Context: an optimization exercise on an open-source flow, tuned for small area, a short achievable clock period and few clock cycles per item. The choices shown serve that exercise and are no tape-out recipe.
The RTL was checked by simulation tests, not by an equivalence proof against the original design.
No activity file was given, so power comes from the tool's default toggle rates.

==> flow/design.v (outline; a module is shown in full before it is edited, if it fits) <==
// module snm_benc: 31 lines
// module snm_mul: 977 lines
// module smoothed_noise_modulator: 461 lines
module smoothed_noise_modulator (
    input  logic        i_clk,
    input  logic        i_rst_n,
    input  logic        i_s_tvalid,
    output logic        o_s_tready,
    input  logic [95:0] i_s_tdata,
    input  logic [1:0]  i_s_tuser,
    output logic        o_m_tvalid,
    input  logic        i_m_tready,
    output logic [31:0] o_m_tdata,
    input  logic        i_cfg_valid,
    output logic        o_cfg_ready,
    input  logic [1:0]  i_cfg_index,
    input  logic [15:0] i_cfg_data
);
  // ...
==> flow/flow/run.sh <==
#!/bin/bash
set -euo pipefail
cp config.mk config.mk.orig
grep -v '^export SETUP_SLACK_MARGIN' config.mk.orig > config.mk
echo 'export SETUP_SLACK_MARGIN = 5.8' >> config.mk
cp standard.sh standard.sh.txt
bash standard.sh > standard.log 2>&1
==> flow/standard.sh <==
#!/bin/bash
# synth_recipe.tcl (not shown) runs the flow's synth.tcl, then flattens the netlist and writes it again
# the make line also repeats each setting of config.mk as NAME=value (left out here)
make -C /OpenROAD-flow-scripts/flow DESIGN_CONFIG=/design/flow/config.mk WORK_HOME=/design/flow/orfs CLKGATE_MAP_FILE= SYNTH_SCRIPT=/design/flow/synth_recipe.tcl "${@:-finish}"
==> flow/config.mk <==
export PLATFORM = sky130hd
export DESIGN_NAME = smoothed_noise_modulator
export DESIGN_NICKNAME = smoothed_noise_modulator
export VERILOG_FILES = /design/flow/design.v
export SDC_FILE = /design/flow/constraint.sdc
export NUM_CORES = 4
export LEC_CHECK = 0
export ABC_AREA = 1
export CAP_MARGIN = 20
export CORE_MARGIN = 2
export CORE_UTILIZATION = 40
export CTS_CLUSTER_DIAMETER = 80
export CTS_CLUSTER_SIZE = 30
export SLEW_MARGIN = 20
export SETUP_SLACK_MARGIN = 5.8
==> flow/constraint.sdc <==
create_clock -name core_clock -period 9.0 [get_ports {i_clk}]
set_input_delay 1.8000 -clock core_clock [delete_from_list [all_inputs] [get_ports {i_clk}]]
set_output_delay 1.8000 -clock core_clock [all_outputs]
set_load 0.01 [all_outputs]
==> metrics list, run 1 <==
- Run status: finished clean
- Adder-cell share of the synthesized area: 0.0854
- Power spent charging and discharging nets: 14.5 mW
- Setup slack on the worst reg-to-reg path comes out at 5.77 ns.
* Setup Viol. Count Final: 0
- Registers take 72200 sq um.
- Synth top area cells: sky130_fd_sc_hd__edfxtp_1 (56%), sky130_fd_sc_hd__nand2_1 (9.0%), sky130_fd_sc_hd__fa_1 (6.4%)
- Of the total synthesized cell area, the portion taken by AND, OR, NAND and NOR gates is 0.156.
- The worst pin sits at a relative slew slack of 0.234.
- #MultiIn Comb: between 7000 and 8000
- The pre-antenna-repair detailed-routing pass consisted of 9 iterations.
* #FFs+latches synth: 2449
- CP startpoint kind: register
- Period utilisation layout: 0.363
* Clk Tree Root Cell: sky130_fd_sc_hd__clkbuf_16
* Parity-gate share of the synthesized area counting xor and xnor cells: 0.0343
* Hold/Removal Path Class: reg2reg
- Leaving out filler cells and counting taps, the final layout contains 16000.
- Lkg Pwr: 56.8 nW
- For this run, the slowest stage of the critical path takes approximately 0.46 ns.
- In this run the top signal layer used is met5.
- Clock latency on the worst-skew pair, taken at its later pin, is 0.86 ns.
* Number of logic inverters in the finished layout: 1299
- For met3 alone, demand over resource in global routing was 0.0224.
- Internal power comes to 22.9 mW.
- Max-capacitance violation count: 0
- Of the total power, the share spent switching nets is 0.388.
* Drc violations: 0
- Register share of the cell area: 0.519
* Per-cell via count in the routed design: 5.46
- The worst hold path passes through 0 cells.
* Total die area: 315000 sq um
- Core Box Area: around 300000 sq um
- Of the post-synthesis cell area, the dominant cell type holds 0.556.
- Crit path arrival time: 1.47 ns
- The floorplan step set the die width to 561 um.
Testbench counts, summed over its fixed seeds: cycles 25,556, items 20,122.
==> run 2, diff against run 1 <==
==> flow/flow/run.sh (replaced) <==
#!/bin/bash
set -euo pipefail
cp config.mk config.mk.orig
grep -v '^export SETUP_SLACK_MARGIN' config.mk.orig > config.mk
echo 'export SETUP_SLACK_MARGIN = 5.65' >> config.mk
cp standard.sh standard.sh.txt
bash standard.sh > standard.log 2>&1
--- a/flow/config.mk
+++ b/flow/config.mk
@@ -10,6 +10,6 @@
 export CORE_MARGIN = 2
 export CORE_UTILIZATION = 40
-export CTS_CLUSTER_DIAMETER = 80
-export CTS_CLUSTER_SIZE = 30
+export CTS_CLUSTER_DIAMETER = 60
+export CTS_CLUSTER_SIZE = 20
 export SLEW_MARGIN = 20
-export SETUP_SLACK_MARGIN = 5.8
+export SETUP_SLACK_MARGIN = 5.65
==> metrics list, run 2 <==
- Detailed Route Iter0 Violations: 9307
- Via count of the first global-routing pass: about 83000
* Max-slew violation count: 0
* Clock latency on the worst-skew pair: 0.93 ns (+0.07 ns)
- Leaving out fill and tap cells, the most frequent cell in the layout is sky130_fd_sc_hd__nand2_1.
- After clock tree synthesis, the clock-pin slew on the worst setup and hold paths is 0.08 ns.
- The die is 561 um tall.
* RSZ-0062 raised after global routing: yes
* Hold_buf cts: 0
- between 150 and 200 I/O pins were placed.
- Port Buffer Count: 149
- First-pass DRT Iterations: 9 (unchanged)
- Count leader, synth: sky130_fd_sc_hd__nand2_1
- The worst hold path stage count was 0 (unchanged).
* Post-route insts no fill: 16000 (-0.050%)
- For this run, asynchronously set or reset flops after synthesis account for 0.
- Leaving out fill and tap cells, the most frequent cells in the layout are sky130_fd_sc_hd__nand2_1 (2954), sky130_fd_sc_hd__edfxtp_1 (2300), sky130_fd_sc_hd__inv_1 (1153).
* Count of flip-flops with a built-in enable after synthesis: 2300
- The register with the most flip-flops in the layout has 288 of them.
* Largest buffer count on any clock path: 4
* Library cells used by synthesis: between 70 and 80
- The placeable core region is 309000 sq um (unchanged).
- Relative to the synthesized area, the layout overhead comes to 11.9%.
- Period utilisation layout: 0.374 (+0.0115)
* Worst Reg-to-Reg Cells: 11
* Register name with the most flops: r_gain
* Clk Tree Root Cell: sky130_fd_sc_hd__clkbuf_16
- Hold/Removal Path Class: reg2reg
- Row generation in the floorplan step produced 204 rows.
* Largest net degree at the start of global routing: 177
* Worst-case clock skew: 0.0890 ns
- Launch point of the worst hold path: r6_off[7]
- Sorting the synthesized cells by area gives the leading types as sky130_fd_sc_hd__edfxtp_1 (56%), sky130_fd_sc_hd__nand2_1 (9.0%), sky130_fd_sc_hd__fa_1 (6.4%).
- Subtracting the final worst setup slack from the clock period gives approximately 3.4 ns.
* Remaining max-slew budget at the tightest pin: 0.258 (+0.0239)
- Vias: ~86000
- The leakage power total is 57.0 nW (+0.31%).
- Critical Path Fanout Max: 11
- For the worst setup path, the data required time is 9.57 ns.
- Share of Yosys cell area claimed by the top area cell type: 0.556 (unchanged)
- Avg Inst Size Synth: 10.7 sq um
* DPL Wire Length: 233000 um
- Placed instance count: 15500
- Final global-route overflow total: 0
* Endpoint of the worst hold-timing path: r7_off[7]
* DIE WIDTH: 561 um (unchanged)
* #FFs+latches synth: 2449 (unchanged)
- For the pin with the worst max-slew slack, the measured transition is 1.11 ns.
- Drc violations: 0 (unchanged)
- The total of endpoints with negative setup slack in the final report was 0 (unchanged).
- For this run, the register share of the synthesized area comes to 0.580.
* Per-cell via count in the routed design: 5.40 (-0.99%)
- The footprint of the flip-flops and latches came to 72100 sq um (about the same).
- Overall power consumption after layout is estimated at 38.9 mW.
* Fin. Hold Viols: 0
- The cell area that synthesis handed to floorplanning was 124000 sq um.
* Terminus of the critical flop-to-flop path: r7_prb[28]
* Total wire length: 355000 um
* Sinks on Clock Net: 2449
- Worst setup path class: reg2reg
- Total die area: 315000 sq um (unchanged)
- TritonCTS built the clock tree.
- List of most frequent post-synthesis cells: sky130_fd_sc_hd__nand2_1 (2984), sky130_fd_sc_hd__edfxtp_1 (2300), sky130_fd_sc_hd__inv_1 (1197)
- The number of violations of the max-capacitance limit was 0 (unchanged).
- Global routing usage summed across all routing layers: 0.217
- For this run, the leading register cell type out of synthesis is sky130_fd_sc_hd__edfxtp_1.
- The initial antenna violation count came to 9.
* Crit path arrival time: 3.94 ns (+2.47 ns)
- Filler cell count: between 20000 and 30000
- Top cell type by total area after synthesis: sky130_fd_sc_hd__edfxtp_1
- Peak clock frequency supported by timing: 0.297 GHz
- Starting Density: 0.402
* Gate count after technology mapping: 11600
- The startpoint identified for the worst register-to-register timing path is r6_a_one[3].
* Layout cell share with drive strength beyond 1: 0.0843
- Total number of H-tree levels: 4
* GP Congestion: 0.924
- In the final design database the tool counted 12400 nets.
- The flow ran to the end and the layout has no timing, DRC or antenna violations.
- The worst setup path is launched from a register.
* Final total negative setup slack: 0 ns
- The first global-routing pass estimated 524000 um of wire.
* IR Drop Worst-Case VDD: about 270 uV
- The count of nets left with antenna violations once routing finished came out at 0.
* Reg2reg setup slack: 5.63 ns (-0.14 ns)
- Multi-input logic area: 46300 sq um
- Num CTS Buffers: 188
- Power spread over the standard cell area amounts to 280 nW/um^2.
- Syn. warnings: 1
- Nature of the critical path endpoint: register
* Routed wire length per instance: 22.2 um
run 2: routing by layer:
layer / up-vias / share of wire / track usage
li1: 40200 / - / -
met5: - / 0 / 0
met3: 455 / 0.066 / 0.0234
met2: 3175 / 0.48 / 0.361
met4: 0 / 0.026 / 0.0548
met1: 42600 / 0.43 / 0.305
run 2: cell type report:
cell class / instances / share of cell area
antenna: 6 / 0.000108
clock buffer: 239 / 0.0358
timing repair inverter: 18 / 0.000828
clock inverter: 104 / 0.0103
inverter: 1269 / 0.0374
sequential: 2449 / 0.519
timing repair buffer: 384 / 0.0267
multi-input combinational: 7405 / 0.333
tap: 4120 / 0.0371
run 2: what timing repair did:
item / CTS / global route
buffers inserted: 50 / 58
pin swaps: 16 / 25
resized for setup: 309 / 217
setup endpoints to repair: 570 / 665
gates cloned: 10 / 18
run 2: stage by stage:
step	hold WS, ns	util	instance area (sq um)	setup slack (ns)
after floorplan	0.400	-	124000	5.73
after global placement	0.401	0.419	130000	4.02
after detailed placement	0.405	0.420	130000	3.98
after CTS	0.401	0.445	137000	5.60
after global routing	0.413	0.450	139000	5.52
final	0.414	0.450	139000	5.63
run 2: critical path, stage by stage (launching register included):
cell                         delay (ns)
sky130_fd_sc_hd__edfxtp_1          0.57
sky130_fd_sc_hd__clkinvlp_4        0.37
sky130_fd_sc_hd__o22ai_1           0.30
sky130_fd_sc_hd__xor2_1            0.13
sky130_fd_sc_hd__fa_1              0.49
sky130_fd_sc_hd__inv_1             0.05
sky130_fd_sc_hd__fa_1              0.39
sky130_fd_sc_hd__xnor2_1           0.19
sky130_fd_sc_hd__xnor2_1           0.17
sky130_fd_sc_hd__xor2_1            0.19
sky130_fd_sc_hd__nand3b_1          0.13
sky130_fd_sc_hd__nand2_1           0.11
run 2: how the worst max path moves through the flow:
stage / start / end / slack, ns / depth (start not counted)
after global routing: r6_a_two[2] / r7_prb[28] / 5.52 / 10
after CTS: r_rdy / o_s_tready / 5.60 / 1
after global placement: r3_sl[5] / r4_sa[10] / 4.02 / 14
after detailed placement: r3_sl[5] / r4_sb[18] / 3.98 / 13
after floorplan: r6_a_neg[4] / r7_prb[15] / 5.73 / 8
final: r6_a_one[3] / r7_prb[28] / 5.63 / 11
run 2: cells by family after synthesis:
kind of cell | after synthesis | synth area share
AND/OR/NAND/NOR | 4663 | 0.156
flip-flops | 2449 | 0.580
buffers and inverters | 1780 | 0.0574
AO/OA/AOI/OAI | 1601 | 0.0834
adder cells (fa/ha/maj) | 608 | 0.0854
XOR/XNOR | 487 | 0.0343
multiplexers | 40 | 0.00326
other | 2 | 0.0000605
run 2: power by group:
group,internal (mW),switching [mW],total [mW]
combinational,3.90,9.81,13.7
sequential,16.0,0.424,16.4
clock,4.40,4.40,8.80

==> re-timing with driven ports <==
Ports are ideal in the flow. The routed layouts listed here were re-timed in OpenROAD.
Step 1, drivers: a clkbuf_16 drives i_clk and a buf_2 each remaining input, both assumed.
Step 2 also shifts input and output timing later by t, the mid clock arrival at the registers, as if the neighbouring blocks saw the same clock.
Three values: ideal, step 1, step 2; two values: the first two.
run | shift t [ns] | setup slack, ns | hold WS [ns] | slew at the worst register clock pin (ns) | pins driven straight from the clock port
run 1 | 0.918 | 5.733 / 5.631 / 5.083 | 0.398 / 0.398 / 0.398 | 0.12 / 0.12 | 1
run 2 | 0.980 | 5.630 / 5.587 / 4.942 | 0.414 / 0.414 / 0.414 | 0.09 / 0.09 | 1
After both steps every run listed still meets setup and hold. For run 2, which loses most, drivers alone change the setup slack by -0.043 ns; drivers and shift together by -0.688 ns.
